This design comes from an exercise in tuning for small area on the open sky130 flow, not from production work. The RTL was checked by simulation tests, not by an equivalence proof against the original design. The clock port is modelled as an ideal driver; clocking choices that lean on that would not hold on a real chip. Power and IR drop assume default switching activity.

[config.mk]
export PLATFORM = sky130hd
export DESIGN_NAME = decode
export DESIGN_NICKNAME = decode
export VERILOG_FILES = /design/flow/design.v
export SDC_FILE = /design/flow/constraint.sdc
export NUM_CORES = 8
export LEC_CHECK = 0
export CAP_MARGIN = 20
export CORE_MARGIN = 2
export CORE_UTILIZATION = 60
export CTS_CLUSTER_DIAMETER = 80
export CTS_CLUSTER_SIZE = 25
export PLACE_DENSITY = 0.65
export SLEW_MARGIN = 20
export SYNTH_HIERARCHICAL = 1
[constraint.sdc]
create_clock -name core_clock -period 10.0 [get_ports {clk}]
set_input_delay 2.0000 -clock core_clock [delete_from_list [all_inputs] [get_ports {clk}]]
set_output_delay 2.0000 -clock core_clock [all_outputs]
set_load 0.01 [all_outputs]
[design.v]
module decode (
    input  logic        clk,
    input  logic        rstn,
    input  logic        inst_valid,
    input  logic [31:0] inst,
    input  logic [31:0] inst_pc,
    output logic        inst_ready,
    output logic        exec_enable,
    input  logic        exec_done,
    output logic [5:0]  exec_command,
    output logic [5:0]  alu_command,
    output logic [15:0] offset,
    output logic [31:0] pc,
    output logic [31:0] addr,
    output logic [31:0] rs,
    output logic [31:0] rt,
    output logic [4:0]  sh,
    output logic [4:0]  rd,
    output logic [4:0]  rs_no,
    output logic [4:0]  rt_no,
    output logic        fmode1,
    output logic        fmode2,
    input  logic        wb_en,
    input  logic        wb_fp,
    input  logic [4:0]  wb_rd,
    input  logic [31:0] wb_data
);
    localparam logic [1:0] S_IDLE   = 2'd0;
    localparam logic [1:0] S_DECODE = 2'd1;
    localparam logic [1:0] S_ISSUE  = 2'd2;
    localparam logic [1:0] S_WAIT   = 2'd3;
    localparam int C_R    = 0;    
    localparam int C_F    = 1;    
    localparam int C_ADDI = 2;    
    localparam int C_LOGI = 3;    
    localparam int C_J    = 4;    
    localparam int C_BR   = 5;    
    localparam int C_LD   = 6;    
    localparam int C_SW   = 7;    
    localparam int C_SF   = 8;    
    localparam int C_IO   = 9;    
    function automatic logic [9:0] classify(input logic [5:0] op);
        logic [9:0] c;
        c[C_R]    = (op == 6'b000000);
        c[C_F]    = (op == 6'b010001);
        c[C_ADDI] = (op == 6'b001000);
        c[C_LOGI] = (op == 6'b001100) || (op == 6'b001101) || (op == 6'b001110);
        c[C_J]    = (op == 6'b000010) || (op == 6'b000011);
        c[C_BR]   = (op == 6'b000100) || (op == 6'b000101) || (op == 6'b110010);
        c[C_LD]   = (op == 6'b100011) || (op == 6'b110001);
        c[C_SW]   = (op == 6'b101011);
        c[C_SF]   = (op == 6'b111001);
        c[C_IO]   = (op == 6'b111111);
        classify = c;
    endfunction
    logic [1:0]  state_q;
    logic        clr_q;           
    logic [31:0] inst_q;          
    logic [31:0] ipc_q;           
    logic [31:0] opa_q;           
    wire dec = (state_q == S_DECODE);
    logic [31:0] rf_d [64];        
    wire  [5:0]  wb_idx = {wb_fp, wb_rd};
    logic [63:0] rf_we, rf_keep;
    always_comb begin
        for (int i = 0; i < 64; i++) begin
            rf_we[i]   = wb_en && (wb_idx == 6'(i)) && (i != 0);
            rf_keep[i] = !rf_we[i] && !clr_q;
        end
    end
    assign rf_d[0] = '0;
    for (genvar i = 1; i < 64; i++) begin : g_row
        decode_rf_row u_row (
            .clk (clk), .keep(rf_keep[i]), .we(rf_we[i]), .wd(wb_data), .d(rf_d[i])
        );
    end
    always_ff @(posedge clk or negedge rstn) begin
        if (!rstn) clr_q <= 1'b1;
        else       clr_q <= 1'b0;
    end
    wire       in_f  = (inst[31:26] == 6'b010001);
    wire [5:0] idx_a = in_f ? {1'b1, inst[15:11]} : {1'b0, inst[25:21]};
    logic [9:0] qc;
    assign     qc    = classify(inst_q[31:26]);
    wire [5:0] idx_b = {qc[C_F] || qc[C_SF], inst_q[20:16]};
    wire [5:0] ridx  = dec ? idx_b : idx_a;
    logic [63:0] rsel;
    always_comb
        for (int i = 0; i < 64; i++) rsel[i] = (ridx == 6'(i)) && (i != 0);
    logic [31:0] rport;
    for (genvar j = 0; j < 32; j++) begin : g_rbit
        logic [63:0] col;
        always_comb
            for (int i = 0; i < 64; i++) col[i] = rf_d[i][j];
        decode_rf_rbit u_rbit (.sel(rsel), .d(col), .y(rport[j]));
    end
    wire [5:0]  qidx_a = qc[C_F] ? {1'b1, inst_q[15:11]} : {1'b0, inst_q[25:21]};
    wire        ahit   = wb_en && (wb_idx == qidx_a) && (qidx_a != 6'd0);
    wire [31:0] opa    = ahit ? wb_data : opa_q;
    wire [31:0] opb    = rport;
    always_ff @(posedge clk) begin
        inst_q <= inst;
        ipc_q  <= inst_pc;
        opa_q  <= rport;
    end
    wire        q_known = qc[C_R] | qc[C_F] | qc[C_ADDI] | qc[C_LOGI] | qc[C_J] | qc[C_BR] |
                          qc[C_LD] | qc[C_SW] | qc[C_SF] | qc[C_IO];
    wire        q_mem   = qc[C_LD] | qc[C_SW] | qc[C_SF];
    wire        q_usea  = qc[C_R] | qc[C_F] | qc[C_ADDI] | qc[C_LOGI] | qc[C_IO];
    wire        q_useb  = qc[C_R] | qc[C_F] | qc[C_SW] | qc[C_SF];
    wire [31:0] simm    = {{16{inst_q[15]}}, inst_q[15:0]};
    logic [16:0] x_c;
    logic [31:0] x_new;
    assign {x_c[16], x_new[15:0]} = {1'b0, opa[15:0]} + {1'b0, inst_q[15:0] & {16{q_mem}}};
    wire x_sg  = inst_q[15] & q_mem;
    wire x_inc = x_c[16] & ~x_sg;
    wire x_dec = x_sg & ~x_c[16];
    logic [16:0] x_all1, x_all0;
    assign x_all1[0] = 1'b1;
    assign x_all0[0] = 1'b1;
    for (genvar k = 0; k < 16; k++) begin : g_xhi
        assign x_all1[k+1]  = x_all1[k] & opa[16+k];
        assign x_all0[k+1]  = x_all0[k] & ~opa[16+k];
        assign x_new[16+k]  = opa[16+k] ^ ((x_inc & x_all1[k]) | (x_dec & x_all0[k]));
    end
    wire        x_load  = q_usea | q_mem;
    logic [31:0] rt_new;
    always_comb begin
        rt_new = '0;
        if (q_useb)  rt_new = opb;
        if (qc[C_ADDI]) rt_new = simm;
        if (qc[C_LOGI]) rt_new = {16'd0, inst_q[15:0]};
    end
    logic        dv_q;            
    logic [5:0]  op_q;            
    logic [20:0] fld_q;           
    logic [4:0]  fhi_q;           
    logic [31:0] pc_q;            
    logic [31:0] x_q;             
    logic [31:0] rt_q;            
    wire hold = !dec;
    always_ff @(posedge clk) begin
        fhi_q <= (fhi_q & {5{hold}}) | (inst_q[25:21] & {5{dec && q_known}});
        x_q   <= (x_q & {32{hold}}) | (x_new & {32{dec && x_load}});
    end
    always_ff @(posedge clk or negedge rstn) begin
        if (!rstn) begin
            state_q <= S_IDLE;
            dv_q    <= 1'b0;
            op_q    <= '0;
            fld_q   <= '0;
            pc_q    <= '0;
            rt_q    <= '0;
        end else begin
            case (state_q)
                S_IDLE:   if (inst_valid) state_q <= S_DECODE;
                S_DECODE: state_q <= S_ISSUE;
                S_ISSUE:  state_q <= S_WAIT;
                default:  if (exec_done) state_q <= S_IDLE;
            endcase
            if (dec) begin
                dv_q  <= 1'b1;
                op_q  <= inst_q[31:26];
                fld_q <= q_known ? inst_q[20:0] : 21'd0;
                pc_q  <= q_known ? ipc_q : 32'd0;
                rt_q  <= rt_new;
            end
        end
    end
    logic [9:0] oc;
    assign oc = classify(op_q);
    wire o_mem = dv_q & (oc[C_LD] | oc[C_SW] | oc[C_SF]);
    wire o_rs  = dv_q & ~(oc[C_LD] | oc[C_SW] | oc[C_SF]);
    wire [31:0] obr = {{14{fld_q[15]}}, fld_q[15:0], 2'b00};
    wire [31:0] oj  = {pc_q[31:28], fhi_q, fld_q[20:0], 2'b00};
    assign exec_command = op_q;
    assign offset       = fld_q[15:0];
    assign rt_no        = fld_q[20:16];
    assign rs_no        = (oc[C_F] ? fld_q[15:11] : 5'd0) | ((dv_q & ~oc[C_F]) ? fhi_q : 5'd0);
    assign alu_command  = (oc[C_R] | oc[C_F] | oc[C_IO]) ? fld_q[5:0] : 6'd0;
    assign sh           = (oc[C_R] | oc[C_IO]) ? fld_q[10:6] : 5'd0;
    assign rd           = ((oc[C_R] | oc[C_IO]) ? fld_q[15:11] : 5'd0) |
                          (oc[C_F] ? fld_q[10:6] : 5'd0) |
                          ((oc[C_ADDI] | oc[C_LOGI] | oc[C_LD]) ? fld_q[20:16] : 5'd0);
    assign fmode1       = oc[C_F];
    assign fmode2       = oc[C_F] | oc[C_SF];
    assign pc           = pc_q;
    assign rs           = o_rs ? x_q : 32'd0;
    assign addr         = (o_mem ? x_q : 32'd0) |
                          (oc[C_J] ? oj : 32'd0) | (oc[C_BR] ? obr : 32'd0);
    assign rt           = rt_q;
    assign inst_ready   = rstn && (state_q == S_IDLE);
    assign exec_enable  = (state_q == S_ISSUE);
endmodule
module decode_rf_row (
    input  logic        clk,
    input  logic        keep,
    input  logic        we,
    input  logic [31:0] wd,
    output logic [31:0] d
);
    logic [31:0] q;
    assign d = (q & {32{keep}}) | (wd & {32{we}});
    always_ff @(posedge clk)
        q <= d;
endmodule
module decode_rf_rbit (
    input  logic [63:0] sel,
    input  logic [63:0] d,
    output logic        y
);
    logic [20:0] n;
    for (genvar g = 0; g < 21; g++) begin : g_grp
        decode_aoi222 u_aoi (.a(d[3*g+1 +: 3]), .b(sel[3*g+1 +: 3]), .y(n[g]));
    end
    assign y = ~&n;
endmodule
module decode_aoi222 (
    input  logic [2:0] a,
    input  logic [2:0] b,
    output logic       y
);
    assign y = ~|(a & b);
endmodule
[flow/run.sh]
#!/bin/bash
# Standard layout with these changes: the port buffers are the smallest
# buffer (sky130_fd_sc_hd__buf_1); after clock tree synthesis an area
# recovery pass (flow/downsize.tcl) moves non-clock combinational cells to
# smaller drive strengths where no slew/cap/fanout or timing limit is hit;
# the repair in global routing uses wider margins (flow/grt_margins.tcl).
set -euo pipefail
here=$(pwd)
bash standard.sh "BUFFER_PORTS_ARGS=-buffer_cell sky130_fd_sc_hd__buf_1" \
  "POST_CTS_TCL=$here/flow/downsize.tcl" \
  "PRE_GLOBAL_ROUTE_TCL=$here/flow/grt_margins.tcl" finish > standard_flow.log 2>&1
[flow/downsize.tcl]
# Area recovery: try each combinational cell (not on the clock network) in
# the next smaller drive strength of the same cell family, and keep the
# smaller one only if no max-slew (with 20% margin), max-capacitance or
# max-fanout violation appears and the worst setup slack stays above 1 ns.
proc ds_smaller {name} {
  if {![regexp {^(sky130_fd_sc_hd__[a-z0-9]+)_([0-9]+)$} $name -> base n]} { return {} }
  set out {}
  foreach m [get_lib_cells ${base}_*] {
    set mn [get_name $m]
    if {[regexp {_([0-9]+)$} $mn -> k] && $k < $n && ![catch {get_property $m dont_use} du] && !$du} { lappend out [list $k $mn] }
  }
  return [lmap x [lsort -integer -index 0 -decreasing $out] {lindex $x 1}]
}
proc ds_area {} {
  set a 0.0
  foreach inst [[ord::get_db_block] getInsts] {
    set m [$inst getMaster]
    if {[$m getType] eq "CORE"} { set a [expr {$a + [$m getWidth] * [$m getHeight]}] }
  }
  return [expr {$a / 1e6}]
}
set ds_before [ds_area]
set_max_transition [expr {0.8 * 1.5}] [current_design]
set ds_slew0 [sta::max_slew_violation_count]
set ds_cap0 [sta::max_capacitance_violation_count]
set ds_fan0 [sta::max_fanout_violation_count]
puts "downsize: start area $ds_before, violations slew $ds_slew0 cap $ds_cap0 fanout $ds_fan0, wns [sta::worst_slack_cmd max]"
set ds_n 0
foreach inst [[ord::get_db_block] getInsts] {
  set m [$inst getMaster]
  if {[$m getType] ne "CORE" || [$inst isDoNotTouch]} continue
  set mname [$m getName]
  if {[regexp {df|dl|clk|tap|fill|conb|diode} $mname]} continue
  set skip 0
  foreach it [$inst getITerms] {
    set n [$it getNet]
    if {$n ne "NULL" && [$n getSigType] eq "CLOCK"} { set skip 1 }
  }
  if {$skip} continue
  set iname [$inst getName]
  set sinst [get_cells $iname]
  foreach c [ds_smaller $mname] {
    replace_cell $sinst $c
    if {[sta::max_slew_violation_count] > $ds_slew0 || [sta::max_capacitance_violation_count] > $ds_cap0 \
        || [sta::max_fanout_violation_count] > $ds_fan0 || [sta::worst_slack_cmd max] < 1.0e-9} {
      replace_cell $sinst $mname
      break
    }
    set mname $c
    incr ds_n
  }
}
set_max_transition 1.5 [current_design]
puts "downsize: $ds_n swaps, area [ds_area] (was $ds_before), wns [sta::worst_slack_cmd max]"
[flow/grt_margins.tcl]
# Repair design in global routing with wider slew/capacitance margins than
# the earlier stages, to leave room for the difference between global-route
# estimates and the extracted parasitics of the final layout.
set ::env(CAP_MARGIN) 28
set ::env(SLEW_MARGIN) 28
[standard.sh]
#!/bin/bash
# synth_recipe.tcl (not shown) runs the flow's synth.tcl, then flattens the netlist and writes it again
# the make line also repeats each setting of config.mk as NAME=value (left out here)
make -C /OpenROAD-flow-scripts/flow DESIGN_CONFIG=/design/flow/config.mk WORK_HOME=/design/flow/orfs CLKGATE_MAP_FILE= SYNTH_SCRIPT=/design/flow/synth_recipe.tcl "${@:-finish}"
==> results of run 1 <==
==> per-module statistics from Yosys (local to each module, per instance) <==
module | cell area, sq um | flip-flops and latches
decode_rf_rbit | 47.5 | 0
decode_rf_row | 991 | 32
decode | 11300 | 228
decode_aoi222 | 10.0 | 0
==> stage by stage <==
step | total power, mW | area, sq um | cells | hold slack, ns
detailed placement | 11.6 | 83400 | 8544 | 0.429
global placement | 11.6 | 83300 | 8544 | 0.421
global route | 17.0 | 85900 | 8724 | 0.460
floorplan | 10.6 | 82000 | 6686 | 0.419
finish | 16.6 | 85900 | 8736 | 0.438
==> cells by family (layout without fill, tap and decap cells) <==
group,Yosys count,in the layout,share of synthesized area [%]
DFF,2244,2244,55.4
and+or+nand+nor,880,880,5.09
buffers and inverters,503,760,5.81
other,1,13,0.00457
AOI/OAI and AO/OA,2946,2946,32.3
xor gates and xnor gates,37,37,0.395
muxes,53,53,0.682
adders and majority gates,22,22,0.345
==> final cells by class <==
type / count / area (sq um)
clock inverter: 22 / 335
clock buffer: 133 / 2900
inverter: 34 / 128
timing repair buffer: 571 / 3080
multi-input combinational: 3939 / 31800
sequential: 2244 / 45400
antenna: 12 / 30.0
tap: 1781 / 2230
fill: 11200 / 49700
==> flip-flops by register name, indices dropped and copies added (netlist names) <==
signal and cells:
clr_q 1, dv_q 1, fhi_q 5, fld_q 21, g_row.u_row.q 2016, inst_q 32, ipc_q 32, op_q 6
opa_q 32, pc_q 32, rt_q 32, state_q 2, x_q 32
==> where the power goes <==
group / leakage [nW] / internal (mW) / switching (mW)
Combinational: 12.5 / 0.442 / 1.52
Sequential: 18.6 / 9.19 / 0.317
Clock: 1.58 / 2.23 / 2.93
Total: 32.7 / 11.9 / 4.77
==> synthesized netlist by cell type (all sizes together) (2+ instances only) <==
cell type,instances,share of area (%)
o221ai,3,0.032
and4,2,0.021
nor2b,12,0.092
a31o,4,0.043
or2,6,0.046
a21boi,3,0.027
a31oi,4,0.031
and3,37,0.28
o21ai,31,0.19
or4b,2,0.024
mux2i,30,0.37
nand2b,5,0.038
xnor2,14,0.15
a221oi,16,0.17
and2,29,0.22
clkbuf,76,0.35
nor4b,3,0.032
nand2,216,0.99
mux2,23,0.32
nor4,39,0.31
o2bb2ai,71,0.76
o31ai,7,0.064
dfrtp,94,2.9
a22o,2050,22
dfxtp,2149,52
or3,6,0.046
a21oi,34,0.21
o21a,7,0.064
xor2,23,0.25
o22ai,8,0.061
inv,33,0.15
a211oi,2,0.018
nor3,23,0.15
a22oi,14,0.13
nand4,132,1.0
nor2,293,1.3
buf,393,5.3
nand3b,5,0.046
nand3,63,0.38
ha,21,0.32
o211ai,3,0.027
nor3b,4,0.037
a222oi,677,8.3
==> critical path: cells and delay by family <==
family	cells	cell delay (ns)
AO/OA/AOI/OAI	8	2.66
AND/OR/NAND/NOR	7	2.00
multiplexers	3	0.74
adder cells (fa/ha/maj)	3	0.63
buffers and inverters	4	0.61
XOR/XNOR	1	0.09
==> worst paths after layout <==
path / endpoint / slack, ns
worst max register to register: x_q[31] / 2.40
worst max-delay path: x_q[31] / 1.91
min in group asynchronous: pc_q[20] / 1.32
worst min-delay path: pc_q[14] / 0.44
max in group asynchronous: rt_q[9] / 7.44
worst min register to register: pc_q[14] / 0.44
==> metal layers <==
layer | part of all wire, % | up-vias | GRT usage, %
met5 | 0.10 | - | 0.961
li1 | - | 28000 | -
met3 | 14 | 775 | 13.8
met4 | 5.0 | 20 | 19.3
met1 | 39 | 34400 | 60.5
met2 | 41 | 5155 | 60.7
==> insert_results.sql, run 1 <==
INSERT INTO impl_metrics (metric_group, metric, value, unit) VALUES
('outcome', 'status', 'timing/DRC/antenna clean', ''),
('synthesis', 'net_count_of_the_mapped_netlist', '6815', ''),
('routing', 'antenna_violating_nets_post_route', '0', ''),
('critical_path', 'crit_fanout', '14', ''),
('power_and_ir_drop', 'power.density', '193', 'mW/mm^2'),
('critical_path', 'rr_startpoint', 'inst_q[27]', ''),
('die', 'rows', '135', ''),
('placed_design', 'gp_congestion', '0.963', ''),
('sta', 'final-setup-viol-count', '0', ''),
('placed_design', 'pre_cts_ws', '1.73', 'ns'),
('clock_network', 'clk_latency', '0.76', 'ns'),
('synthesis', 'dominantRegCellSynth', 'sky130_fd_sc_hd__dfxtp_1', ''),
('placed_design', 'dpl.hpwl', '194', 'mm'),
('sta', 'report.final.slew_viol_count', '0', ''),
('grt', 'gr_ovfl_total', '0', ''),
('critical_path', 'timing.critical_path.from', 'wb_rd[3]', ''),
('critical_path', 'worst_endpoint_required_time', '10.65', 'ns'),
('power_and_ir_drop', 'vdd_drop_max', '0.203', 'mV'),
('sta', 'clock.fmax', '0.124', 'GHz'),
('placed_design', 'io_port_bufs', '286', ''),
('routing', 'wl_per_cell', '36.2', 'microns'),
('die', 'core_area', '0.136', 'sq mm'),
('synthesis', 'yosysWarningCount', '10', ''),
('synthesis', 'yosysSeqAreaShare', '55.4', '%'),
('clock_network', 'cts_tree', 'yes', ''),
('sta', 'finClkSkew', '0.0236', 'ns'),
('critical_path', 'worst_path_most_repeated_cell', 'sky130_fd_sc_hd__inv_1', ''),
('synthesis', 'synthArstFlopShare', '4.23', '%'),
('critical_path', 'worst-setup-path-type', 'in -> reg', ''),
('sta', 'fin_tns_setup', '0', 'ns'),
('sta', 'grt_setup_unrepaired', 'no', ''),
('die', 'die_x', '374', 'microns'),
('sta', 'max-slew-margin-rel', '21.9', '%'),
('synthesis', 'ys_seq_elements', '2244', ''),
('worst_hold_path', 'hold_depth', '2', ''),
('sta', 'final.setup.worst_slack', '1.91', 'ns'),
('grt', 'grt_start_max_net_pins', '69', ''),
('synthesis', 'syn-cell-area', '0.0820', 'sq mm'),
('critical_path', 'nature_of_the_critical_path_endpoint', 'flip-flop', ''),
('grt', 'first_pass_grt_wire_length', '453', 'mm'),
('sta', 'hold_violation_total_from_the_final_report', '0', ''),
('clock_network', 'worst_setup_hold_path_clk_slew', '0.10', 'ns'),
('synthesis', 'postSynthAreaPerCell', '12.3', 'sq um'),
('sta', 'timing_worst_slew_pin_value', '1.16', 'ns'),
('die', 'total_die_area', '0.140', 'sq mm'),
('routing', 'drt_drc_violations_left', '0', ''),
('clock_network', 'cts_num_sinks', '2244', ''),
('synthesis', 'netlist_instances', '6686', ''),
('final_layout', 'layout-drive-gt1-share', '6.74', '%'),
('grt', 'gr-usage-all-layers', '43.2', '%'),
('final_layout', 'post-route-util', '63.4', '%'),
('critical_path', 'worst_setup_path_start_kind', 'input port', ''),
('synthesis', 'synth.distinct_cells', '71', ''),
('synthesis', 'edff_count_synth', '0', ''),
('critical_path', 'cpPeakStageDelay', '0.95', 'ns'),
('power_and_ir_drop', 'leakage_component_of_the_power', '32.7', 'nW'),
('routing', 'drtPass1Iterations', '13', ''),
('sta', 'final_period_minus_worst_setup_slack', '8.09', 'ns'),
('final_layout', 'area_growth_from_synthesis_to_layout', '4.82', '%'),
('routing', 'vias', '68400', ''),
('sta', 'final_min_period_over_clock_period', '80.9', '%'),
('grt', 'first_global_vias', '63500', ''),
('grt', 'grt_antenna_before_repair', '22', ''),
('final_layout', 'final_common_cell', 'sky130_fd_sc_hd__dfxtp_1', ''),
('worst_hold_path', 'worstHoldPathType', 'reg -> reg', ''),
('flow_run', 'cap_viol_max_count', '0', ''),
('die', 'top_level_ports', '287', ''),
('die', 'die-height', '374', 'microns'),
('routing', 'via_per_inst', '7.83', ''),
('worst_hold_path', 'min_from', 'ipc_q[14]', ''),
('critical_path', 'cp.arrival', '8.74', 'ns'),
('final_layout', 'nNetsFinal', '7024', ''),
('routing', 'detailedRoute.firstIterationViolations', '13600', ''),
('die', 'initial_core_utilization', '60.5', '%'),
('critical_path', 'critPathSlowestCell', 'sky130_fd_sc_hd__o221a_1', ''),
('routing', 'routed_wl', '316', 'mm'),
('final_layout', 'layout.cells.most_common_list', 'sky130_fd_sc_hd__dfxtp_1, sky130_fd_sc_hd__a22o_1, sky130_fd_sc_hd__a222oi_1', ''),
('critical_path', 'worst_r2r_path_depth', '25', '');
==> run 2: changes to the inputs <==
--- a/config.mk
+++ b/config.mk
@@ -7,9 +7,9 @@
 export LEC_CHECK = 0
 export CAP_MARGIN = 20
 export CORE_MARGIN = 2
-export CORE_UTILIZATION = 60
+export CORE_UTILIZATION = 80
 export CTS_CLUSTER_DIAMETER = 80
 export CTS_CLUSTER_SIZE = 25
-export PLACE_DENSITY = 0.65
+export PLACE_DENSITY = 0.85
 export SLEW_MARGIN = 20
 export SYNTH_HIERARCHICAL = 1
==> run 2 against run 1 <==
- sequential share of layout area rose by 0.31 points
- setup slack better by 0.051 ns
- flip-flop and latch count unchanged
- register-to-register slack improved by 0.27 ns
- global-route usage up 13 points
- wire length is 2.0% lower
- die area shrank 25%
- critical endpoint is now rt_q[28]
- highest routed layer unchanged
==> insert_results.sql, run 2 <==
INSERT INTO impl_metrics (metric_group, metric, value, unit) VALUES
('final_layout', 'regMostFlops', 'g_row.u_row.q', ''),
('synthesis', 'yosysWarningCount', '10', ''),
('synthesis', 'post-synth-top-area-fraction', '52.5', '%'),
('sta', 'fin_tns_setup', '0', 'ns'),
('final_layout', 'layout-drive-gt1-share', '6.52', '%'),
('routing', 'routed_wl', '310', 'mm'),
('sta', 'finClkSkew', '0.0228', 'ns'),
('grt', 'gr-usage-all-layers', '56.2', '%'),
('critical_path', 'worst_setup_path_start_kind', 'input port', ''),
('synthesis', 'edff_count_synth', '0', ''),
('synthesis', 'post-synth-top-area-cell', 'sky130_fd_sc_hd__dfxtp_1', ''),
('die', 'top_level_ports', '287', ''),
('clock_network', 'cts_tree', 'yes', ''),
('power_and_ir_drop', 'leakage_component_of_the_power', '32.6', 'nW'),
('synthesis', 'synthArstFlopShare', '4.23', '%'),
('sta', 'report.final.slew_viol_count', '0', ''),
('die', 'core_area', '0.102', 'sq mm'),
('synthesis', 'ys_seq_elements', '2244', ''),
('critical_path', 'critPathSlowestCell', 'sky130_fd_sc_hd__nor4_1', ''),
('synthesis', 'yosysSeqAreaShare', '55.4', '%'),
('die', 'initial_core_utilization', '80.6', '%'),
('final_layout', 'layout.cells.most_common_list', 'sky130_fd_sc_hd__dfxtp_1, sky130_fd_sc_hd__a22o_1, sky130_fd_sc_hd__a222oi_1', ''),
('clock_network', 'cts_num_sinks', '2244', ''),
('worst_hold_path', 'worstHoldPathType', 'reg -> reg', ''),
('synthesis', 'syn-cell-area', '0.0820', 'sq mm'),
('critical_path', 'nature_of_the_critical_path_endpoint', 'flip-flop', ''),
('routing', 'drt_drc_violations_left', '0', ''),
('power_and_ir_drop', 'power.density', '189', 'mW/mm^2'),
('critical_path', 'worst-setup-path-type', 'in -> reg', ''),
('placed_design', 'io_port_bufs', '286', ''),
('die', 'total_die_area', '0.105', 'sq mm'),
('final_layout', 'multi_input_area', '0.0321', 'sq mm'),
('routing', 'detailedRoute.firstIterationViolations', '19300', ''),
('routing', 'drtPass1Iterations', '22', ''),
('final_layout', 'largest_reg_flops', '2016', ''),
('grt', 'gr_ovfl_total', '0', ''),
('grt', 'first_global_vias', '66000', ''),
('placed_design', 'pre_cts_ws', '2.09', 'ns'),
('grt', 'grt_antenna_before_repair', '27', ''),
('routing', 'wl_per_cell', '37.4', 'microns'),
('placed_design', 'dpl.hpwl', '183', 'mm'),
('final_layout', 'post-route-util', '84.0', '%'),
('placed_design', 'gp_congestion', '1.05', ''),
('clock_network', 'clk_latency', '0.77', 'ns'),
('sta', 'clock.fmax', '0.124', 'GHz'),
('routing', 'via_per_inst', '8.66', ''),
('synthesis', 'synthTopCellsByCount', 'sky130_fd_sc_hd__dfxtp_1, sky130_fd_sc_hd__a22o_1, sky130_fd_sc_hd__a222oi_1', ''),
('sta', 'final_min_period_over_clock_period', '80.4', '%'),
('sta', 'max-slew-margin-rel', '13.7', '%'),
('final_layout', 'final_common_cell', 'sky130_fd_sc_hd__dfxtp_1', ''),
('synthesis', 'synth_most_common_cell', 'sky130_fd_sc_hd__dfxtp_1', ''),
('synthesis', 'net_count_of_the_mapped_netlist', '6815', ''),
('power_and_ir_drop', 'vdd_drop_max', '0.277', 'mV'),
('sta', 'final-setup-viol-count', '0', ''),
('critical_path', 'cpPeakStageDelay', '1.05', 'ns'),
('routing', 'vias', '71700', ''),
('routing', 'antenna_violating_nets_post_route', '0', ''),
('die', 'die-height', '324', 'microns'),
('grt', 'grt_start_max_net_pins', '88', ''),
('synthesis', 'netlist_instances', '6686', ''),
('outcome', 'status', 'timing/DRC/antenna clean', ''),
('clock_network', 'worst_setup_hold_path_clk_slew', '0.11', 'ns'),
('sta', 'hold_violation_total_from_the_final_report', '0', ''),
('critical_path', 'crit_path_cell_trace', 'buf_1 > nor2b_1 > nand3_1 > nor2_1 > buf_2 > nor2_4 > a22o_1 > a222oi_1 > nand4_1 > nor4_1 > nand2_1 > a21oi_1 > o2bb2ai_1', ''),
('die', 'rows', '117', ''),
('final_layout', 'nNetsFinal', '7005', ''),
('sta', 'final.setup.worst_slack', '1.96', 'ns'),
('die', 'die_x', '324', 'microns'),
('flow_run', 'cap_viol_max_count', '0', ''),
('synthesis', 'dominantRegCellSynth', 'sky130_fd_sc_hd__dfxtp_1', ''),
('critical_path', 'crit_fanout', '33', ''),
('sta', 'grt_setup_unrepaired', 'no', ''),
('critical_path', 'cp.arrival', '8.66', 'ns'),
('synthesis', 'postSynthAreaPerCell', '12.3', 'sq um'),
('final_layout', 'sequential_cell_area', '0.0454', 'sq mm'),
('final_layout', 'area_growth_from_synthesis_to_layout', '4.21', '%'),
('critical_path', 'worst_endpoint_required_time', '10.62', 'ns'),
('sta', 'final_period_minus_worst_setup_slack', '8.04', 'ns'),
('synthesis', 'main_area_contributors_after_synthesis', 'sky130_fd_sc_hd__dfxtp_1, sky130_fd_sc_hd__a22o_1, sky130_fd_sc_hd__a222oi_1', ''),
('grt', 'first_pass_grt_wire_length', '440', 'mm'),
('synthesis', 'synth.distinct_cells', '71', ''),
('final_layout', 'fillers', '5854', ''),
('sta', 'timing_worst_slew_pin_value', '1.28', 'ns');
==> run 2: per-layer routing <==
metal	part of all wire [%]	global-route usage [%]
met1	32	69.7
met2	39	74.7
met3	19	27.4
met4	9.6	41.9
met5	0.28	3.94
==> run 2: per-stage QoR <==
step                      area (sq um)  hold WS [ns]  power, mW  std cells
after global placement           82700         0.420       11.5       8097
after floorplan                  82000         0.419       10.6       6686
after global routing             85400         0.461       16.4       8269
final                            85500         0.438       16.2       8279
after detailed placement         82700         0.429       11.5       8098
==> run 2: cell families after synthesis <==
kind of cell,after synthesis,share of synthesized area (%)
AOI/OAI and AO/OA,2946,32.3
and+or+nand+nor,880,5.09
other,1,0.00457
buffers and inverters,503,5.81
adders and majority gates,22,0.345
xor gates and xnor gates,37,0.395
DFF,2244,55.4
muxes,53,0.682
==> run 2: final cells by class <==
cell class                      count  area share, %
Sequential cell                  2244           53.1
Multi-Input combinational cell   3939           37.6
Timing Repair Buffer              558           3.99
Clock buffer                      119           3.04
Tap cell                         1368           2.00
Inverter                           34          0.151
Clock inverter                      7         0.0805
Antenna cell                       10         0.0293
==> run 2: per-module statistics from Yosys (local to each module, per instance) <==
| module | cell area, sq um | copies in the design | cells inside | flip-flops and latches |
|---|---|---|---|---|
| decode | 11300 | 1 | 1316 | 228 |
| decode_rf_row | 991 | 63 | 70 | 32 |
| decode_aoi222 | 10.0 | 672 | 1 | 0 |
| decode_rf_rbit | 47.5 | 32 | 9 | 0 |
==> run 2: critical path: cells and delay by family <==
family          cells  cell delay, ns
compound gates      4            1.49
buf+inv             2            1.03
simple gates        7            4.09
==> run 2: final timing paths <==
| check | start | cells past startpoint | endpoint | slack (ns) |
|---|---|---|---|---|
| max | wb_rd[1] | 13 | rt_q[28] | 1.96 |
| min | ipc_q[2] | 2 | pc_q[2] | 0.44 |
| max reg2reg | inst_q[30] | 24 | x_q[29] | 2.67 |
| min reg2reg | ipc_q[2] | 2 | pc_q[2] | 0.44 |
| max in group asynchronous | rstn | 4 | rt_q[8] | 7.50 |
| min in group asynchronous | rstn | 2 | pc_q[8] | 1.25 |
==> run 2: power by group <==
group          switching [mW]  internal, mW
logic                    1.55         0.467
registers               0.314          9.19
clock network            2.81          1.85
total                    4.67          11.5
==> run 3: changes to the inputs <==
--- a/design.v
+++ b/design.v
@@ -57,7 +57,7 @@
     logic        clr_q;           
     logic [31:0] inst_q;          
     logic [31:0] ipc_q;           
-    logic [31:0] opa_q;           
+    logic [31:0] opb_q;           
     wire dec = (state_q == S_DECODE);
     logic [31:0] rf_d [64];        
     wire  [5:0]  wb_idx = {wb_fp, wb_rd};
@@ -78,12 +78,12 @@
         if (!rstn) clr_q <= 1'b1;
         else       clr_q <= 1'b0;
     end
-    wire       in_f  = (inst[31:26] == 6'b010001);
-    wire [5:0] idx_a = in_f ? {1'b1, inst[15:11]} : {1'b0, inst[25:21]};
+    wire       in_fb = (inst[31:26] == 6'b010001) || (inst[31:26] == 6'b111001);
+    wire [5:0] idx_b = {in_fb, inst[20:16]};
     logic [9:0] qc;
     assign     qc    = classify(inst_q[31:26]);
-    wire [5:0] idx_b = {qc[C_F] || qc[C_SF], inst_q[20:16]};
-    wire [5:0] ridx  = dec ? idx_b : idx_a;
+    wire [5:0] idx_a = qc[C_F] ? {1'b1, inst_q[15:11]} : {1'b0, inst_q[25:21]};
+    wire [5:0] ridx  = dec ? idx_a : idx_b;
     logic [63:0] rsel;
     always_comb
         for (int i = 0; i < 64; i++) rsel[i] = (ridx == 6'(i)) && (i != 0);
@@ -94,14 +94,14 @@
             for (int i = 0; i < 64; i++) col[i] = rf_d[i][j];
         decode_rf_rbit u_rbit (.sel(rsel), .d(col), .y(rport[j]));
     end
-    wire [5:0]  qidx_a = qc[C_F] ? {1'b1, inst_q[15:11]} : {1'b0, inst_q[25:21]};
-    wire        ahit   = wb_en && (wb_idx == qidx_a) && (qidx_a != 6'd0);
-    wire [31:0] opa    = ahit ? wb_data : opa_q;
-    wire [31:0] opb    = rport;
+    wire [5:0]  qidx_b = {qc[C_F] || qc[C_SF], inst_q[20:16]};
+    wire        bhit   = wb_en && (wb_idx == qidx_b) && (qidx_b != 6'd0);
+    wire [31:0] opb    = bhit ? wb_data : opb_q;
+    wire [31:0] opa    = rport;
     always_ff @(posedge clk) begin
         inst_q <= inst;
         ipc_q  <= inst_pc;
-        opa_q  <= rport;
+        opb_q  <= rport;
     end
     wire        q_known = qc[C_R] | qc[C_F] | qc[C_ADDI] | qc[C_LOGI] | qc[C_J] | qc[C_BR] |
                           qc[C_LD] | qc[C_SW] | qc[C_SF] | qc[C_IO];
--- a/config.mk
+++ b/config.mk
@@ -7,9 +7,9 @@
 export LEC_CHECK = 0
 export CAP_MARGIN = 20
 export CORE_MARGIN = 2
-export CORE_UTILIZATION = 80
+export CORE_UTILIZATION = 70
 export CTS_CLUSTER_DIAMETER = 80
 export CTS_CLUSTER_SIZE = 25
-export PLACE_DENSITY = 0.85
+export PLACE_DENSITY = 0.75
 export SLEW_MARGIN = 20
 export SYNTH_HIERARCHICAL = 1
==> run 3 against run 2 <==
- sequential share of layout area is 0.45 points higher
- via count is 6.5% lower
- design area is 0.84% lower
- maximum frequency is 17% lower
- setup slack worse by 1.7 ns
- final cell count is 1.4% higher
- synthesized cell count is 1.2% lower
- total power is 1.9% lower
- wire length is 8.7% lower
- combinational power is 14% lower
- first-iteration DRC count is 28% lower
- flip-flop and latch count stayed put
==> insert_results.sql, run 3 <==
INSERT INTO impl_metrics (metric_group, metric, value, unit) VALUES
('placed_design', 'pre_cts_ws', '0.509', 'ns'),
('synthesis', 'main_area_contributors_after_synthesis', 'sky130_fd_sc_hd__dfxtp_1, sky130_fd_sc_hd__a22o_1, sky130_fd_sc_hd__a222oi_1', ''),
('final_layout', 'multi_input_area', '0.0315', 'sq mm'),
('routing', 'wl_per_cell', '33.7', 'microns'),
('final_layout', 'layout.cells.most_common_list', 'sky130_fd_sc_hd__dfxtp_1, sky130_fd_sc_hd__a22o_1, sky130_fd_sc_hd__a222oi_1', ''),
('final_layout', 'nNetsFinal', '6970', ''),
('synthesis', 'synthTopCellsByCount', 'sky130_fd_sc_hd__dfxtp_1, sky130_fd_sc_hd__a22o_1, sky130_fd_sc_hd__a222oi_1', ''),
('synthesis', 'yosysSeqAreaShare', '55.6', '%'),
('routing', 'vias', '67000', ''),
('synthesis', 'synthArstFlopShare', '4.23', '%'),
('final_layout', 'sequential_cell_area', '0.0454', 'sq mm'),
('final_layout', 'final_common_cell', 'sky130_fd_sc_hd__dfxtp_1', ''),
('synthesis', 'netlist_instances', '6606', ''),
('grt', 'first_pass_grt_wire_length', '415', 'mm'),
('clock_network', 'cts_tree', 'yes', ''),
('sta', 'max-slew-margin-rel', '13.4', '%'),
('sta', 'hold_violation_total_from_the_final_report', '0', ''),
('critical_path', 'critical-path-top-delay-family', 'simple AND/OR/NAND/NOR gates', ''),
('sta', 'finClkSkew', '0.0266', 'ns'),
('critical_path', 'critPathSlowestCell', 'sky130_fd_sc_hd__clkdlybuf4s15_1', ''),
('clock_network', 'clk_latency', '0.76', 'ns'),
('grt', 'gr_ovfl_total', '0', ''),
('sta', 'final_min_period_over_clock_period', '96.9', '%'),
('sta', 'timing_worst_slew_pin_value', '1.29', 'ns'),
('die', 'die-height', '345', 'microns'),
('critical_path', 'worst_path_most_repeated_cell', 'sky130_fd_sc_hd__nand2_1', ''),
('die', 'initial_core_utilization', '70.4', '%'),
('grt', 'grt_antenna_before_repair', '11', ''),
('grt', 'first_global_vias', '62300', ''),
('critical_path', 'crit_fanout', '22', ''),
('die', 'die_x', '345', 'microns'),
('final_layout', 'fillers', '8410', ''),
('final_layout', 'layout-drive-gt1-share', '6.08', '%'),
('final_layout', 'largest_reg_flops', '2016', ''),
('critical_path', 'timing.critical_path.buf_inv', '3', ''),
('routing', 'detailedRoute.firstIterationViolations', '13900', ''),
('routing', 'antenna_violating_nets_post_route', '0', ''),
('critical_path', 'worst-setup-path-type', 'in -> reg', ''),
('synthesis', 'synth_most_common_cell', 'sky130_fd_sc_hd__dfxtp_1', ''),
('synthesis', 'post-synth-top-area-fraction', '52.7', '%'),
('sta', 'final.setup.worst_slack', '0.307', 'ns'),
('die', 'top_level_ports', '287', ''),
('synthesis', 'synth.distinct_cells', '70', ''),
('flow_run', 'cap_viol_max_count', '0', ''),
('placed_design', 'gp_congestion', '1.06', ''),
('final_layout', 'regMostFlops', 'g_row.u_row.q', ''),
('final_layout', 'area_growth_from_synthesis_to_layout', '3.85', '%'),
('critical_path', 'worst_setup_path_start_kind', 'input port', ''),
('clock_network', 'worst_setup_hold_path_clk_slew', '0.11', 'ns'),
('grt', 'gr-usage-all-layers', '45.0', '%'),
('power_and_ir_drop', 'total_power', '15.9', 'mW'),
('routing', 'drt_drc_violations_left', '0', ''),
('placed_design', 'io_port_bufs', '286', ''),
('die', 'core_area', '0.116', 'sq mm'),
('outcome', 'status', 'timing/DRC/antenna clean', ''),
('critical_path', 'worst_endpoint_required_time', '10.63', 'ns'),
('synthesis', 'net_count_of_the_mapped_netlist', '6736', ''),
('power_and_ir_drop', 'power.density', '187', 'mW/mm^2'),
('synthesis', 'postSynthAreaPerCell', '12.4', 'sq um'),
('critical_path', 'cp.arrival', '10.33', 'ns'),
('sta', 'final-setup-viol-count', '0', ''),
('sta', 'clock.fmax', '0.103', 'GHz'),
('synthesis', 'edff_count_synth', '0', ''),
('placed_design', 'dpl.hpwl', '180', 'mm'),
('power_and_ir_drop', 'vdd_drop_max', '0.205', 'mV'),
('critical_path', 'cpPeakStageDelay', '0.75', 'ns'),
('sta', 'report.final.slew_viol_count', '0', ''),
('power_and_ir_drop', 'leakage_component_of_the_power', '32.0', 'nW'),
('routing', 'via_per_inst', '7.99', ''),
('synthesis', 'syn-cell-area', '0.0816', 'sq mm'),
('sta', 'fin_tns_setup', '0', 'ns'),
('synthesis', 'ys_seq_elements', '2244', ''),
('sta', 'grt_setup_unrepaired', 'no', ''),
('sta', 'final_period_minus_worst_setup_slack', '9.69', 'ns'),
('die', 'total_die_area', '0.119', 'sq mm'),
('grt', 'grt_start_max_net_pins', '74', ''),
('worst_hold_path', 'worstHoldPathType', 'reg -> reg', ''),
('synthesis', 'dominantRegCellSynth', 'sky130_fd_sc_hd__dfxtp_1', ''),
('clock_network', 'cts_num_sinks', '2244', ''),
('routing', 'drtPass1Iterations', '12', ''),
('critical_path', 'nature_of_the_critical_path_endpoint', 'flip-flop', ''),
('die', 'rows', '125', ''),
('critical_path', 'timing.reg2reg.setup_slack', '0.38', 'ns'),
('synthesis', 'yosysWarningCount', '10', ''),
('synthesis', 'post-synth-top-area-cell', 'sky130_fd_sc_hd__dfxtp_1', ''),
('routing', 'routed_wl', '283', 'mm');
## run 3: changes by cell type after synthesis, sizes merged, moves of 15 or more
cell    change
a21oi      -17
o21ai      +23
nand2      -15
a22oi      +16
mux2       -18
a221oi     -16
nor2       -38
## run 3: cell families (layout without fill, tap and decap cells)
logic type	Yosys count	in the layout	synth area share, %
AOI/OAI and AO/OA	2966	2966	32.6
DFF	2244	2244	55.6
and+or+nand+nor	807	807	4.74
buffers and inverters	490	746	5.77
muxes	41	41	0.511
xor gates and xnor gates	33	33	0.354
adders and majority gates	24	24	0.374
other	1	6	0.00460
## run 3: worst paths after layout
check,start,to,depth (start not counted)
worst max-delay path,inst[18],x_q[29],26
worst min-delay path,ipc_q[26],pc_q[26],2
worst max register to register,inst_q[27],x_q[29],26
worst min register to register,ipc_q[26],pc_q[26],2
max in group asynchronous,rstn,rt_q[4],2
min in group asynchronous,rstn,pc_q[16],1
## run 3: per-layer routing
layer	up-vias	wire length [microns]	global-route usage, %
li1	27800	-	-
met1	33400	107000	61.7
met2	5064	119000	64.5
met3	757	41300	14.8
met4	12	15500	20.5
met5	-	82	0
## run 3: modules after synthesis, one instance, submodules excluded
module,cells inside,copies in the design,flip-flops and latches
decode,1236,1,228
decode_aoi222,1,672,0
decode_rf_rbit,9,32,0
decode_rf_row,70,63,32
## run 3: worst min-delay path: cells and delay by family, from the launching register on
family	cells	cell delay, ns
AOI/OAI and AO/OA	1	0.05
DFF	1	0.31
and+or+nand+nor	1	0.05
## run 3: power by group
part | internal, mW | switching [mW]
logic | 0.393 | 1.33
registers | 9.16 | 0.227
clock network | 1.93 | 2.82
total | 11.5 | 4.38
## run 3: stage by stage
stage                     hold WS, ns  utilization (%)  cells  instance area (sq um)
after floorplan                 0.419                -   6606                  81600
after global placement          0.420             71.4   8237                  82700
after detailed placement        0.429             71.4   8238                  82800
after global routing            0.462             73.1   8388                  84700
final                           0.442             73.1   8391                  84700
## run 3: layout make-up
type	count	share of cell area [%]
diodes	5	0.0148
clock buffers	115	3.09
clock inverters	9	0.161
inverters	30	0.133
multi-input cells	3872	37.2
flip-flops and latches	2244	53.6
well taps	1524	2.25
repair buffers	592	3.58
==> run 4: changes to the inputs <==
--- a/flow/downsize.tcl
+++ b/flow/downsize.tcl
@@ -1,7 +1,8 @@
 # Area recovery: try each combinational cell (not on the clock network) in
 # the next smaller drive strength of the same cell family, and keep the
 # smaller one only if no max-slew (with 20% margin), max-capacitance or
-# max-fanout violation appears and the worst setup slack stays above 1 ns.
+# max-fanout violation appears and the worst setup slack does not drop
+# (by more than 20 ps).
 proc ds_smaller {name} {
   if {![regexp {^(sky130_fd_sc_hd__[a-z0-9]+)_([0-9]+)$} $name -> base n]} { return {} }
   set out {}
@@ -24,6 +25,7 @@
 set ds_slew0 [sta::max_slew_violation_count]
 set ds_cap0 [sta::max_capacitance_violation_count]
 set ds_fan0 [sta::max_fanout_violation_count]
+set ds_wns0 [expr {[sta::worst_slack_cmd max] - 20e-12}]
 puts "downsize: start area $ds_before, violations slew $ds_slew0 cap $ds_cap0 fanout $ds_fan0, wns [sta::worst_slack_cmd max]"
 set ds_n 0
 foreach inst [[ord::get_db_block] getInsts] {
@@ -42,7 +44,7 @@
   foreach c [ds_smaller $mname] {
     replace_cell $sinst $c
     if {[sta::max_slew_violation_count] > $ds_slew0 || [sta::max_capacitance_violation_count] > $ds_cap0 \
-        || [sta::max_fanout_violation_count] > $ds_fan0 || [sta::worst_slack_cmd max] < 1.0e-9} {
+        || [sta::max_fanout_violation_count] > $ds_fan0 || [sta::worst_slack_cmd max] < $ds_wns0} {
       replace_cell $sinst $mname
       break
     }
==> run 4 against run 3 <==
- still clean
- clock power about the same
- non-clock buffer count stayed put
- sequential share of layout area hardly changed
- worst hold slack is essentially flat
- global-route usage stayed put
- register-to-register slack improved by 0.16 ns
- final cell count about the same
- total power hardly changed
- synthesized cell count unchanged
- maximum frequency grew 1.3%
- critical path depth is 1 higher
- largest cell class unchanged
- highest routed layer unchanged
==> insert_results.sql, run 4 <==
INSERT INTO impl_metrics (metric_group, metric, value, unit) VALUES
('sta', 'hold_slack', '0.442', 'ns'),
('clock_network', 'cts_num_sinks', '2244', ''),
('power_and_ir_drop', 'seq_power_share', '59.2', '%'),
('critical_path', 'crit_fanout', '22', ''),
('routing', 'routed_wl', '283', 'mm'),
('power_and_ir_drop', 'power.density', '187', 'mW/mm^2'),
('critical_path', 'worst_endpoint_required_time', '10.63', 'ns'),
('clock_network', 'cts_tree', 'yes', ''),
('final_layout', 'largest_reg_flops', '2016', ''),
('synthesis', 'postSynthAreaPerCell', '12.4', 'sq um'),
('synthesis', 'ys_seq_elements', '2244', ''),
('synthesis', 'netlist_instances', '6606', ''),
('synthesis', 'syn-cell-area', '0.0816', 'sq mm'),
('sta', 'final_min_period_over_clock_period', '95.7', '%'),
('clock_network', 'worst_setup_hold_path_clk_slew', '0.11', 'ns'),
('die', 'total_die_area', '0.119', 'sq mm'),
('synthesis', 'synth.distinct_cells', '70', ''),
('routing', 'vias', '67200', ''),
('outcome', 'status', 'timing/DRC/antenna clean', ''),
('synthesis', 'post-synth-top-area-fraction', '52.7', '%'),
('power_and_ir_drop', 'internal_portion_of_total_power', '11.5', 'mW'),
('worst_hold_path', 'worstHoldPathType', 'reg -> reg', ''),
('power_and_ir_drop', 'leakage_component_of_the_power', '32.0', 'nW');
## run 4: cell types whose count changed in the layout (fill, tap and decap cells not counted)
| cell | previous run | this run |
|---|---|---|
| sky130_fd_sc_hd__buf_1 | 332 | 333 |
| sky130_fd_sc_hd__diode_2 | 5 | 6 |
| sky130_fd_sc_hd__clkdlybuf4s15_1 | 1 | 0 |
## run 4: cell families (layout without fill, tap and decap cells)
family          count (synthesis)  after routing  share of synthesized area (%)
other cells                     1              7                        0.00460
compound gates               2966           2966                           32.6
mux                            41             41                          0.511
simple gates                  807            807                           4.74
buf+inv                       490            746                           5.77
flops                        2244           2244                           55.6
fa+ha+maj                      24             24                          0.374
xor+xnor                       33             33                          0.354
## run 4: layout make-up
class	count	area, sq um	area share, %
Antenna cell	6	15.0	0.0177
Clock buffer	115	2620	3.09
Clock inverter	9	136	0.161
Inverter	30	113	0.133
Multi-Input combinational cell	3872	31500	37.2
Sequential cell	2244	45400	53.6
Tap cell	1524	1910	2.25
Timing Repair Buffer	592	3030	3.57
## run 4: per-stage QoR
step | setup slack, ns | cell area [sq um]
after floorplan | 2.40 | 81600
after global placement | 0.516 | 82700
after detailed placement | 0.509 | 82800
after global routing | 0.198 | 84700
final | 0.433 | 84700
## run 4: per-layer routing
layer  GRT usage [%]  up-vias  share of wire, %
met5               0        -             0.029
met4            20.5       12               5.5
met3            14.8      750                15
met2            64.5     5143                42
met1            61.7    33500                38
li1                -    27800                 -
## run 4: power groups by stage
stage / Combinational [mW] / Sequential, mW / Clock, mW
finish: 1.72 / 9.39 / 4.75
detailed placement: 1.71 / 9.58 / 0
global route: 1.78 / 9.41 / 5.02
global placement: 1.68 / 9.57 / 0
floorplan: 0.891 / 9.55 / 0
## run 4: Yosys stat by module, one instance, submodules excluded
module | times used | flops+latches
decode | 1 | 228
decode_rf_row | 63 | 32
decode_aoi222 | 672 | 0
decode_rf_rbit | 32 | 0
## run 4: worst paths after layout
kind                       cells after the start  endpoint       start
max reg2reg                                   26   x_q[29]  inst_q[26]
max                                           27   x_q[29]    inst[29]
min                                            2  pc_q[26]   ipc_q[26]
min reg2reg                                    2  pc_q[26]   ipc_q[26]
min in group asynchronous                      1  pc_q[16]        rstn
max in group asynchronous                      2   rt_q[4]        rstn
## run 4: critical path, stage by stage
cell                        delay, ns
sky130_fd_sc_hd__buf_1           0.10
sky130_fd_sc_hd__xnor2_1         0.12
sky130_fd_sc_hd__nand4_1         0.23
sky130_fd_sc_hd__nand2_1         0.09
sky130_fd_sc_hd__o21ai_0         0.87
sky130_fd_sc_hd__nand2_1         0.55
sky130_fd_sc_hd__nor2_1          0.75
sky130_fd_sc_hd__buf_1           0.84
sky130_fd_sc_hd__a222oi_1        0.35
sky130_fd_sc_hd__nand4_1         0.29
sky130_fd_sc_hd__nor4_1          0.14
sky130_fd_sc_hd__buf_1           0.13
sky130_fd_sc_hd__nand2_1         0.08
sky130_fd_sc_hd__ha_1            0.27
sky130_fd_sc_hd__nor2b_1         0.17
sky130_fd_sc_hd__o31a_1          0.29
sky130_fd_sc_hd__o41a_1          0.34
sky130_fd_sc_hd__o221ai_1        0.26
sky130_fd_sc_hd__and2_0          0.23
sky130_fd_sc_hd__o21a_1          0.17
sky130_fd_sc_hd__ha_1            0.16
sky130_fd_sc_hd__or4b_1          0.56
sky130_fd_sc_hd__nor4_2          0.53
sky130_fd_sc_hd__nand2_1         0.16
sky130_fd_sc_hd__o31ai_1         0.27
sky130_fd_sc_hd__xnor2_1         0.16
sky130_fd_sc_hd__o2bb2ai_1       0.07

## static timing again, ports no longer ideal
How much do the figures lean on ideal ports? The routed layouts below were timed once more, with nothing changed but the port constraints.
Step 1 (the two cells are an assumption about what drives the block):
set clk [get_ports {clk}]
set_driving_cell -lib_cell sky130_fd_sc_hd__clkbuf_16 $clk
set_driving_cell -lib_cell sky130_fd_sc_hd__buf_2 [delete_from_list [all_inputs] $clk]
Step 2 times the ports against the registers' clock, not the clock port: input delays grow and output delays shrink by t, the midpoint of the rising clock arrivals with the driver on.
Three values: ideal ports, drivers, drivers and shift; two values: the first two.
run	shift t [ns]	setup WS [ns]	hold WS [ns]	worst setup path after step 2	clock arrival spread, ns
run 1	0.842	1.913 / 1.979 / 1.137	0.438 / 0.438 / 0.438	input to register	0.034 / 0.034
run 2	0.847	1.965 / 2.008 / 1.161	0.438 / 0.438 / 0.438	input to register	0.028 / 0.029
run 3	0.831	0.307 / 0.323 / -0.507	0.442 / 0.442 / 0.442	input to register	0.027 / 0.027
run 4	0.829	0.433 / 0.488 / -0.341	0.442 / 0.442 / 0.442	input to register	0.023 / 0.023
Met with ideal ports but missed after step 2: setup timing in run 3 and run 4. For run 3, which loses most, drivers alone change the setup slack by +0.016 ns; drivers and shift together by -0.814 ns.
